From an optimization exercise on the open Yosys and OpenROAD flow, aimed at a short achievable clock period and few clock cycles per item; shortcuts taken in it are not production practice.
Function not checked in this run: the RTL went through the layout flow alone.
Power and IR drop assume default switching activity.

`flow/constraint.sdc`:
```
create_clock -name core_clock -period 7.0 [get_ports {clk}]
set_input_delay 1.4000 -clock core_clock [delete_from_list [all_inputs] [get_ports {clk}]]
set_output_delay 1.4000 -clock core_clock [all_outputs]
set_load 0.01 [all_outputs]
```
`flow/run.sh`:
```
#!/bin/bash
# synth_recipe.tcl (not shown) runs the flow's synth.tcl, then flattens the netlist and writes it again
# the make line also repeats each setting of config.mk as NAME=value (left out here)
make -C /OpenROAD-flow-scripts/flow DESIGN_CONFIG=/design/flow/config.mk WORK_HOME=/design/flow/orfs CLKGATE_MAP_FILE= SYNTH_SCRIPT=/design/flow/synth_recipe.tcl finish
```
`flow/design.v`:
```
`timescale 1ns/1ps
package mips_pkg;
    typedef logic [32-1:0] word_t;
    typedef logic [5-1:0] reg_idx_t;
    typedef enum logic [1:0] {
        ALU_ADD = 2'd0,
        ALU_SUB = 2'd1,
        ALU_OR  = 2'd2,
        ALU_LUI = 2'd3
    } alu_op_t;
    typedef enum logic [1:0] {
        WB_ALU = 2'd0,
        WB_MEM = 2'd1,
        WB_PC8 = 2'd2
    } wb_src_t;
    typedef struct packed {
        alu_op_t  alu_op;
        logic     b_is_imm;
        logic     zero_ext;
        logic     mem_we;
        logic     reg_we;
        wb_src_t  wb_src;
        reg_idx_t dest;
    } ctrl_t;
    typedef struct packed {
        word_t instr;
        word_t pc;
    } fd_t;
    typedef struct packed {
        word_t pc;
        ctrl_t ctrl;
        word_t rs_val;
        word_t rt_val;
        word_t imm32;
    } de_t;
    typedef struct packed {
        word_t pc;
        ctrl_t ctrl;
        word_t alu_res;
        word_t rt_val;
    } em_t;
    typedef struct packed {
        word_t pc;
        ctrl_t ctrl;
        word_t alu_res;
        word_t mem_rdata;
    } mw_t;
endpackage
`timescale 1ns/1ps
module mips_core (
    input  logic               clk,
    input  logic               reset,
    input  mips_pkg::word_t    i_inst_rdata,
    output mips_pkg::word_t    i_inst_addr,
    input  mips_pkg::word_t    m_data_rdata,
    output mips_pkg::word_t    m_data_addr,
    output mips_pkg::word_t    m_data_wdata,
    output mips_pkg::word_t    m_inst_addr,
    output logic [3:0]         m_data_byteen,
    output logic               w_grf_we,
    output mips_pkg::reg_idx_t w_grf_addr,
    output mips_pkg::word_t    w_grf_wdata,
    output mips_pkg::word_t    w_inst_addr
);
    logic [31:0] pc_f;
    logic [31:0] ir_d;
    logic [31:0] pc_d;
    logic [31:0] rs_e, rt_e, imm_e;
    logic [2:0]  sa_e;           
    logic [2:0]  sb_e;           
    logic        b_imm_e;        
    logic        sub_e, or_e;
    logic        we_e, ld_e, st_e, beq_e;
    logic [4:0]  dst_e;
    logic [31:0] pc_e;
    logic [31:0] btgt_e;
    logic [31:0] res_m, sd_m, pc_m;
    logic        we_m, ld_m, st_m;
    logic [4:0]  dst_m;
    logic [31:0] wd_w, pc_w;
    logic        we_w;
    logic [4:0]  dst_w;
    logic [31:0] regs [1:31];
    logic [5:0]  op, fn;
    logic [4:0]  rs, rt, rd;
    logic [15:0] imm16;
    logic        i_addu, i_subu, i_ori, i_lui, i_lw, i_sw, i_beq, i_j, i_jal;
    logic        use_rs, use_rt, d_we, d_b_imm;
    logic [4:0]  d_dst;
    logic [31:0] d_imm;
    logic [31:0] pc4_d, pc8_d, btgt_d, jtgt_d;
    logic        beq_same, redir_d, stall;
    logic [31:0] rs_rf, rt_rf, rs_rd, rt_rd;
    assign op    = ir_d[31:26];
    assign fn    = ir_d[5:0];
    assign rs    = ir_d[25:21];
    assign rt    = ir_d[20:16];
    assign rd    = ir_d[15:11];
    assign imm16 = ir_d[15:0];
    assign i_addu = (op == 6'h00) && (fn == 6'h21);
    assign i_subu = (op == 6'h00) && (fn == 6'h23);
    assign i_ori  = (op == 6'h0d);
    assign i_lui  = (op == 6'h0f);
    assign i_lw   = (op == 6'h23);
    assign i_sw   = (op == 6'h2b);
    assign i_beq  = (op == 6'h04);
    assign i_j    = (op == 6'h02);
    assign i_jal  = (op == 6'h03);
    assign beq_same = i_beq && (rs == rt);
    assign use_rs = i_addu | i_subu | i_ori | i_lw | i_sw | (i_beq & ~beq_same);
    assign use_rt = i_addu | i_subu | i_sw | (i_beq & ~beq_same);
    assign d_dst = (i_addu | i_subu) ? rd : (i_jal ? 5'd31 : rt);
    assign d_we  = (i_addu | i_subu | i_ori | i_lui | i_lw | i_jal) && (d_dst != 5'd0);
    assign d_b_imm = i_ori | i_lui | i_lw | i_sw | i_jal;
    assign pc4_d = pc_d + 32'd4;
    assign pc8_d = pc_d + 32'd8;
    assign btgt_d = pc4_d + {{14{imm16[15]}}, imm16, 2'b00};
    assign jtgt_d = {pc4_d[31:28], ir_d[25:0], 2'b00};
    always_comb begin
        if (i_jal)      d_imm = pc8_d;
        else if (i_lui) d_imm = {imm16, 16'h0000};
        else if (i_ori) d_imm = {16'h0000, imm16};
        else            d_imm = {{16{imm16[15]}}, imm16};
    end
    assign redir_d = i_j | i_jal | beq_same;
    assign stall = ld_e && ((use_rs && rs == dst_e) || (use_rt && rt == dst_e));
    assign rs_rf = (rs == 5'd0) ? 32'd0 : regs[rs];
    assign rt_rf = (rt == 5'd0) ? 32'd0 : regs[rt];
    assign rs_rd = (we_w && dst_w == rs) ? wd_w : rs_rf;
    assign rt_rd = (we_w && dst_w == rt) ? wd_w : rt_rf;
    logic fa_em, fa_mw, fb_em, fb_mw;
    assign fa_em = we_e && dst_e == rs;
    assign fa_mw = we_m && dst_m == rs && !fa_em;
    assign fb_em = we_e && dst_e == rt;
    assign fb_mw = we_m && dst_m == rt && !fb_em;
    logic [31:0] fa, fb, alu_b, alu_res;
    logic        taken_e;
    assign fa = ({32{sa_e[0]}} & rs_e) | ({32{sa_e[1]}} & res_m) | ({32{sa_e[2]}} & wd_w);
    assign fb = ({32{sb_e[0]}} & rt_e) | ({32{sb_e[1]}} & res_m) | ({32{sb_e[2]}} & wd_w);
    assign alu_b = b_imm_e ? imm_e : fb;
    assign alu_res = or_e ? (fa | alu_b) : (fa + (alu_b ^ {32{sub_e}}) + {31'd0, sub_e});
    assign taken_e = beq_e && (fa == fb);
    always_ff @(posedge clk) begin
        if (reset) begin
            pc_f <= 32'h0000_3000;
        end else if (taken_e) begin
            pc_f <= btgt_e;
        end else if (!stall) begin
            pc_f <= redir_d ? (i_beq ? btgt_d : jtgt_d) : pc_f + 32'd4;
        end
    end
    always_ff @(posedge clk) begin
        if (reset || taken_e) begin
            ir_d <= 32'd0;
            pc_d <= 32'd0;
        end else if (!stall) begin
            ir_d <= i_inst_rdata;
            pc_d <= pc_f;
        end
    end
    always_ff @(posedge clk) begin
        if (reset || stall) begin
            sa_e <= 3'd0; sb_e <= 3'd0; b_imm_e <= 1'b0;
            sub_e <= 1'b0; or_e <= 1'b0;
            we_e <= 1'b0; ld_e <= 1'b0; st_e <= 1'b0; beq_e <= 1'b0;
            dst_e <= 5'd0;
            rs_e <= 32'd0; rt_e <= 32'd0; imm_e <= 32'd0;
            pc_e <= 32'd0; btgt_e <= 32'd0;
        end else begin
            sa_e  <= use_rs ? {fa_mw, fa_em, !(fa_em || fa_mw)} : 3'b000;
            sb_e  <= {fb_mw, fb_em, !(fb_em || fb_mw)};
            b_imm_e <= d_b_imm;
            sub_e <= i_subu;
            or_e  <= i_ori | i_lui | i_jal;
            we_e  <= d_we;
            ld_e  <= i_lw;
            st_e  <= i_sw;
            beq_e <= i_beq & ~beq_same;
            dst_e <= d_dst;
            rs_e  <= rs_rd;
            rt_e  <= rt_rd;
            imm_e <= d_imm;
            pc_e  <= pc_d;
            btgt_e <= btgt_d;
        end
    end
    always_ff @(posedge clk) begin
        if (reset) begin
            res_m <= 32'd0; sd_m <= 32'd0; pc_m <= 32'd0;
            we_m <= 1'b0; ld_m <= 1'b0; st_m <= 1'b0; dst_m <= 5'd0;
        end else begin
            res_m <= alu_res;
            sd_m  <= fb;
            pc_m  <= pc_e;
            we_m  <= we_e;
            ld_m  <= ld_e;
            st_m  <= st_e;
            dst_m <= dst_e;
        end
    end
    always_ff @(posedge clk) begin
        if (reset) begin
            wd_w <= 32'd0; pc_w <= 32'd0; we_w <= 1'b0; dst_w <= 5'd0;
        end else begin
            wd_w  <= ld_m ? m_data_rdata : res_m;
            pc_w  <= pc_m;
            we_w  <= we_m;
            dst_w <= dst_m;
        end
    end
    always_ff @(posedge clk) begin
        if (reset) begin
            for (int i = 1; i < 32; i++) regs[i] <= 32'd0;
        end else if (we_w) begin
            regs[dst_w] <= wd_w;
        end
    end
    assign i_inst_addr   = pc_f;
    assign m_data_addr   = res_m;
    assign m_data_wdata  = sd_m;
    assign m_inst_addr   = pc_m;
    assign m_data_byteen = {4{st_m}};
    assign w_grf_we      = we_w;
    assign w_grf_addr    = dst_w;
    assign w_grf_wdata   = wd_w;
    assign w_inst_addr   = pc_w;
endmodule
```
`flow/config.mk`:
```
export PLATFORM = sky130hd
export DESIGN_NAME = mips_core
export DESIGN_NICKNAME = mips_core
export VERILOG_FILES = /design/flow/design.v
export SDC_FILE = /design/flow/constraint.sdc
export NUM_CORES = 4
export LEC_CHECK = 0
export CAP_MARGIN = 20
export CORE_MARGIN = 2
export CORE_UTILIZATION = 40
export SLEW_MARGIN = 20
```
==> run_summary.xml <==
<?xml version="1.0" encoding="UTF-8"?>
<metrics>
  <group name="placed_design">
    <metric name="place_inst" unit="">8185</metric>
    <metric name="gp_routability_congestion" unit="">0.952</metric>
    <metric name="placement_stage_cell_area" unit="um^2">81000</metric>
    <metric name="hpwlAfterDp" unit="um">167000</metric>
    <metric name="io_buffer_count" unit="">267</metric>
  </group>
  <group name="worst_setup_path">
    <metric name="cp_cell_sequence" unit="">buf_4, a222oi_1, a21oi_1, xnor2_1, inv_1, fa_1, nand2b_1, a21oi_1, o311ai_1, a2111oi_2, and3_1, o21ai_0, o21ai_1, a41oi_1, mux2_2, nor4_1</metric>
    <metric name="worst-r2r-cell-count" unit="">16</metric>
    <metric name="cp_startpoint" unit="">sb_e[1]</metric>
    <metric name="crit_buf_inv" unit="">2</metric>
    <metric name="critical_path_slowest_stage_cell" unit="">sky130_fd_sc_hd__a2111oi_2</metric>
    <metric name="setup.worst_path.start_class" unit="">flop</metric>
    <metric name="crit_path_max_fanout" unit="">32</metric>
    <metric name="reg2reg_from" unit="">sb_e[1]</metric>
    <metric name="critical_path.top_delay_family" unit="">compound AO/OA/AOI/OAI gates</metric>
    <metric name="timing.critical_path.slowest_cell_delay" unit="ns">0.65</metric>
    <metric name="required" unit="ns">7.72</metric>
    <metric name="criticalPathCategory" unit="">flop to flop</metric>
    <metric name="timing.critical_path.to_type" unit="">flop</metric>
    <metric name="crit_arrival" unit="ns">5.82</metric>
    <metric name="cp_common_cell" unit="">sky130_fd_sc_hd__a21oi_1</metric>
    <metric name="ff2ff_setup_slack" unit="ns">1.89</metric>
    <metric name="regToRegEndpoint" unit="">res_m[30]</metric>
  </group>
  <group name="final_layout">
    <metric name="final_design_area_no_fill" unit="um^2">86400</metric>
    <metric name="drive_above_1_share" unit="">0.190</metric>
    <metric name="max_ffs_per_register" unit="">1024</metric>
    <metric name="multi_input_area" unit="um^2">33800</metric>
    <metric name="layout-area-overhead-vs-synth" unit="%">14.1</metric>
    <metric name="area.sequential" unit="um^2">39900</metric>
    <metric name="nNetsFinal" unit="">5996</metric>
    <metric name="top_register" unit="">regs</metric>
    <metric name="final_core_utilization" unit="">0.459</metric>
    <metric name="non_filler_cells_final" unit="">8499</metric>
    <metric name="filler_cell_count" unit="">16700</metric>
  </group>
  <group name="clocking">
    <metric name="clkTransAtPathRegs" unit="ns">0.06</metric>
    <metric name="ctsHtreeMaxLevel" unit="">4</metric>
    <metric name="post_cts_repair_setup_buffers" unit="">0</metric>
    <metric name="cts_root_buf" unit="">sky130_fd_sc_hd__clkbuf_16</metric>
    <metric name="hold_buffers" unit="">0</metric>
    <metric name="numClockSinks" unit="">1480</metric>
    <metric name="cts-buffers-inserted" unit="">166</metric>
    <metric name="clock_tree_from_tritoncts" unit="">yes</metric>
    <metric name="cts_buffer_depth" unit="">3</metric>
    <metric name="cts_resized" unit="">0</metric>
    <metric name="clk_latency" unit="ns">0.82</metric>
  </group>
  <group name="power">
    <metric name="total_power" unit="mW">20.6</metric>
    <metric name="power_density" unit="nW/um^2">238</metric>
    <metric name="vdd_drop_max" unit="mV">0.182</metric>
    <metric name="leak_pwr" unit="nW">30.6</metric>
  </group>
  <group name="global_route">
    <metric name="grt_pass1_vias" unit="">50600</metric>
    <metric name="use_met1" unit="">0.367</metric>
    <metric name="globalRoute.totalOverflow" unit="">0</metric>
    <metric name="met2_usage" unit="">0.427</metric>
    <metric name="grt_first_pass_wirelength" unit="um">371000</metric>
    <metric name="grt_use_total" unit="">0.267</metric>
    <metric name="most_heavily_used_metal_layer_in_global_routing" unit="">met2</metric>
    <metric name="grt_start_max_net_pins" unit="">109</metric>
    <metric name="groute.layer.met3.usage" unit="">0.0428</metric>
    <metric name="antenna_found_initial" unit="">7</metric>
  </group>
  <group name="sta">
    <metric name="max_slew_margin" unit="">0.241</metric>
    <metric name="number_of_hold_violations_in_the_final_report" unit="">0</metric>
    <metric name="rsz0062_at_grt" unit="">false</metric>
    <metric name="min_period_over_period" unit="">0.729</metric>
    <metric name="max_slew.worst_pin.slew" unit="ns">1.14</metric>
    <metric name="layout_min_cycle_time" unit="ns">5.11</metric>
    <metric name="achievable-frequency" unit="GHz">0.196</metric>
    <metric name="fin_clk_skew" unit="ns">0.0664</metric>
    <metric name="final_slew_violations" unit="">0</metric>
    <metric name="setup_viol" unit="">0</metric>
    <metric name="final.setup.tns" unit="ns">0</metric>
  </group>
  <group name="yosys">
    <metric name="post_synth_main_area_contributors" unit="">sky130_fd_sc_hd__edfxtp_1 (41%), sky130_fd_sc_hd__mux4_2 (19%), sky130_fd_sc_hd__dfxtp_1 (12%)</metric>
    <metric name="syn_area" unit="um^2">75700</metric>
    <metric name="synth.net_count" unit="">5958</metric>
    <metric name="synth_top_area_share" unit="">0.406</metric>
    <metric name="share_of_the_synthesized_area_in_compound_gates_ao_oa_aoi_oai" unit="">0.0540</metric>
    <metric name="synth-xor-area-share" unit="">0.0241</metric>
    <metric name="synth_cells" unit="">5821</metric>
    <metric name="synth_top_family_by_area" unit="">multiplexers</metric>
    <metric name="postSynthRegisterBits" unit="">1480</metric>
    <metric name="synth_simple_gate_area_frac" unit="">0.148</metric>
    <metric name="synth-main-ff-cell" unit="">sky130_fd_sc_hd__edfxtp_1</metric>
    <metric name="synth-seq-area-share" unit="">0.527</metric>
    <metric name="synth_enable_flop_cells" unit="">1024</metric>
    <metric name="post_synth.cell_area_avg" unit="um^2">13.0</metric>
    <metric name="async_flop_share" unit="">0</metric>
    <metric name="yosys_warnings" unit="">1</metric>
    <metric name="synth_fa_ha_area_frac" unit="">0.0119</metric>
    <metric name="synth.largest_area_cell" unit="">sky130_fd_sc_hd__edfxtp_1</metric>
    <metric name="synthMuxAreaShare" unit="">0.204</metric>
    <metric name="post-synth-top-count-cell" unit="">sky130_fd_sc_hd__and2_1</metric>
    <metric name="post_synth_most_frequent_cells" unit="">sky130_fd_sc_hd__and2_1 (1031), sky130_fd_sc_hd__edfxtp_1 (1024), sky130_fd_sc_hd__mux4_2 (640)</metric>
    <metric name="post_synth_num_cell_types" unit="">78</metric>
  </group>
  <group name="min_path">
    <metric name="hold_path.class" unit="">flop to flop</metric>
    <metric name="holdCritStartpoint" unit="">btgt_e[7]</metric>
    <metric name="whs_endpoint" unit="">pc_f[7]</metric>
    <metric name="whs_path_cells" unit="">2</metric>
  </group>
  <group name="job">
    <metric name="cap_viol_max_count" unit="">0</metric>
  </group>
  <group name="run_status">
    <metric name="run_status" unit="">complete, no violations</metric>
  </group>
  <group name="drt">
    <metric name="wl_final" unit="um">261000</metric>
    <metric name="postRouteAntennaNets" unit="">0</metric>
    <metric name="detail_route.iter0.violations" unit="">6157</metric>
    <metric name="drc_errors" unit="">0</metric>
    <metric name="drt_first_pass_iters" unit="">12</metric>
    <metric name="drt-wirelength-per-cell" unit="um">30.7</metric>
    <metric name="vias" unit="">50800</metric>
    <metric name="route.detailed.vias_per_inst" unit="">5.98</metric>
  </group>
  <group name="floorplanning">
    <metric name="rows" unit="">159</metric>
    <metric name="initial_cell_density_of_the_core" unit="">0.403</metric>
    <metric name="pin_count" unit="">268</metric>
    <metric name="floorplan.core_area" unit="um^2">188000</metric>
    <metric name="die_y" unit="um">439</metric>
    <metric name="die_width" unit="um">439</metric>
    <metric name="floorplan.die_area" unit="um^2">193000</metric>
  </group>
</metrics>
through the flow:
| step | hold slack (ns) | setup slack [ns] |
|---|---|---|
| after global placement | 0.406 | 2.07 |
| after floorplan | 0.401 | 2.81 |
| after CTS | 0.432 | 2.00 |
| after detailed placement | 0.419 | 2.05 |
| final | 0.431 | 1.89 |
| after global routing | 0.450 | 1.56 |
routing by layer:
layer / up-vias / share of wire
met4: 4 / 0.042
met2: 2567 / 0.47
li1: 21700 / -
met3: 435 / 0.079
met5: - / 0.00010
met1: 26200 / 0.41
worst max-delay path by stage:
stage | slack [ns] | depth (start not counted) | to
6_report | 1.89 | 16 | res_m[30]
5_1_grt | 1.56 | 15 | res_m[30]
4_1_cts | 2.00 | 16 | res_m[30]
3_3_place_gp | 2.07 | 16 | res_m[30]
3_5_place_dp | 2.05 | 16 | res_m[30]
2_1_floorplan | 2.81 | 18 | pc_f[31]
layout make-up:
class / instances / area share
Inverter: 49 / 0.00213
Clock inverter: 96 / 0.0103
Sequential cell: 1480 / 0.462
Antenna cell: 7 / 0.000203
Timing Repair Buffer: 414 / 0.0454
Tap cell: 2495 / 0.0361
Clock buffer: 210 / 0.0518
Multi-Input combinational cell: 3748 / 0.392
cell families (layout without fill, tap and decap cells):
group,count (synthesis),in the layout
DFF,1480,1480
AOI/OAI and AO/OA,625,625
other,0,7
muxes,746,746
buffers and inverters,593,769
and+or+nand+nor,2098,2098
xor gates and xnor gates,208,208
adders and majority gates,71,71
placed cells by master (no fill, tap or decap), types with 14 or more instances in the layout:
| cell | count |
|---|---|
| sky130_fd_sc_hd__buf_4 | 136 |
| sky130_fd_sc_hd__a311oi_1 | 19 |
| sky130_fd_sc_hd__clkbuf_1 | 32 |
| sky130_fd_sc_hd__nor2b_1 | 84 |
| sky130_fd_sc_hd__inv_1 | 47 |
| sky130_fd_sc_hd__nor3_1 | 31 |
| sky130_fd_sc_hd__a222oi_1 | 42 |
| sky130_fd_sc_hd__a31oi_1 | 14 |
| sky130_fd_sc_hd__nor4_1 | 27 |
| sky130_fd_sc_hd__nand2_1 | 314 |
| sky130_fd_sc_hd__xor2_1 | 81 |
| sky130_fd_sc_hd__clkdlybuf4s50_1 | 266 |
| sky130_fd_sc_hd__nand3_1 | 47 |
| sky130_fd_sc_hd__a21oi_1 | 266 |
| sky130_fd_sc_hd__edfxtp_1 | 1024 |
| sky130_fd_sc_hd__a221oi_1 | 18 |
| sky130_fd_sc_hd__nand4_1 | 33 |
| sky130_fd_sc_hd__clkbuf_16 | 169 |
| sky130_fd_sc_hd__o21ai_0 | 57 |
| sky130_fd_sc_hd__dfxtp_1 | 443 |
| sky130_fd_sc_hd__ha_1 | 69 |
| sky130_fd_sc_hd__clkinv_2 | 32 |
| sky130_fd_sc_hd__xnor2_1 | 127 |
| sky130_fd_sc_hd__or2_2 | 25 |
| sky130_fd_sc_hd__mux2i_1 | 104 |
| sky130_fd_sc_hd__a21o_1 | 45 |
| sky130_fd_sc_hd__clkinv_1 | 28 |
| sky130_fd_sc_hd__mux4_2 | 640 |
| sky130_fd_sc_hd__nor2_1 | 391 |
| sky130_fd_sc_hd__nor2_4 | 32 |
| sky130_fd_sc_hd__a22oi_1 | 35 |
| sky130_fd_sc_hd__and3_1 | 26 |
| sky130_fd_sc_hd__a211oi_1 | 35 |
| sky130_fd_sc_hd__and2_1 | 1031 |
where the power goes:
group          internal (mW)  switching, mW
sequential              9.64          0.289
clock                   4.84           3.83
combinational          0.851           1.14
total                   15.3           5.26
worst register-to-register path: stages (launching register included):
cell,delay [ns]
sky130_fd_sc_hd__dfxtp_1,0.30
sky130_fd_sc_hd__buf_4,0.24
sky130_fd_sc_hd__a222oi_1,0.61
sky130_fd_sc_hd__a21oi_1,0.22
sky130_fd_sc_hd__xnor2_1,0.26
sky130_fd_sc_hd__inv_1,0.09
sky130_fd_sc_hd__fa_1,0.42
sky130_fd_sc_hd__nand2b_1,0.20
sky130_fd_sc_hd__a21oi_1,0.32
sky130_fd_sc_hd__o311ai_1,0.23
sky130_fd_sc_hd__a2111oi_2,0.65
sky130_fd_sc_hd__and3_1,0.27
sky130_fd_sc_hd__o21ai_0,0.18
sky130_fd_sc_hd__o21ai_1,0.37
sky130_fd_sc_hd__a41oi_1,0.20
sky130_fd_sc_hd__mux2_2,0.30
sky130_fd_sc_hd__nor4_1,0.16

port drivers added, routing unchanged:
In the flow no input, the clock included, has a driving cell. The finished layout below was timed again as built, in two steps. Step 1: set_driving_cell puts a clkbuf_16 on clk and a buf_2 on each other input, an assumption about the parent block. Step 2 adds t to the input delays and takes it off the output delays; t is the mean of the earliest and latest rising clock arrival at the registers after step 1. Input paths then give back, and output paths get back, about the clock's delay inside the block. Three values: ideal, step 1, step 2; two values: the first two.
shift t [ns]: 0.895
setup slack, ns: 1.895 / 1.895 / 1.895
worst setup path at the end: register to register
clock arrival spread, ns: 0.078 / 0.079
worst register clock-pin slew, ns: 0.07 / 0.07
After both steps this run still meets setup and hold. For this run, drivers alone change the setup slack by 0.000 ns; drivers and shift together by 0.000 ns.
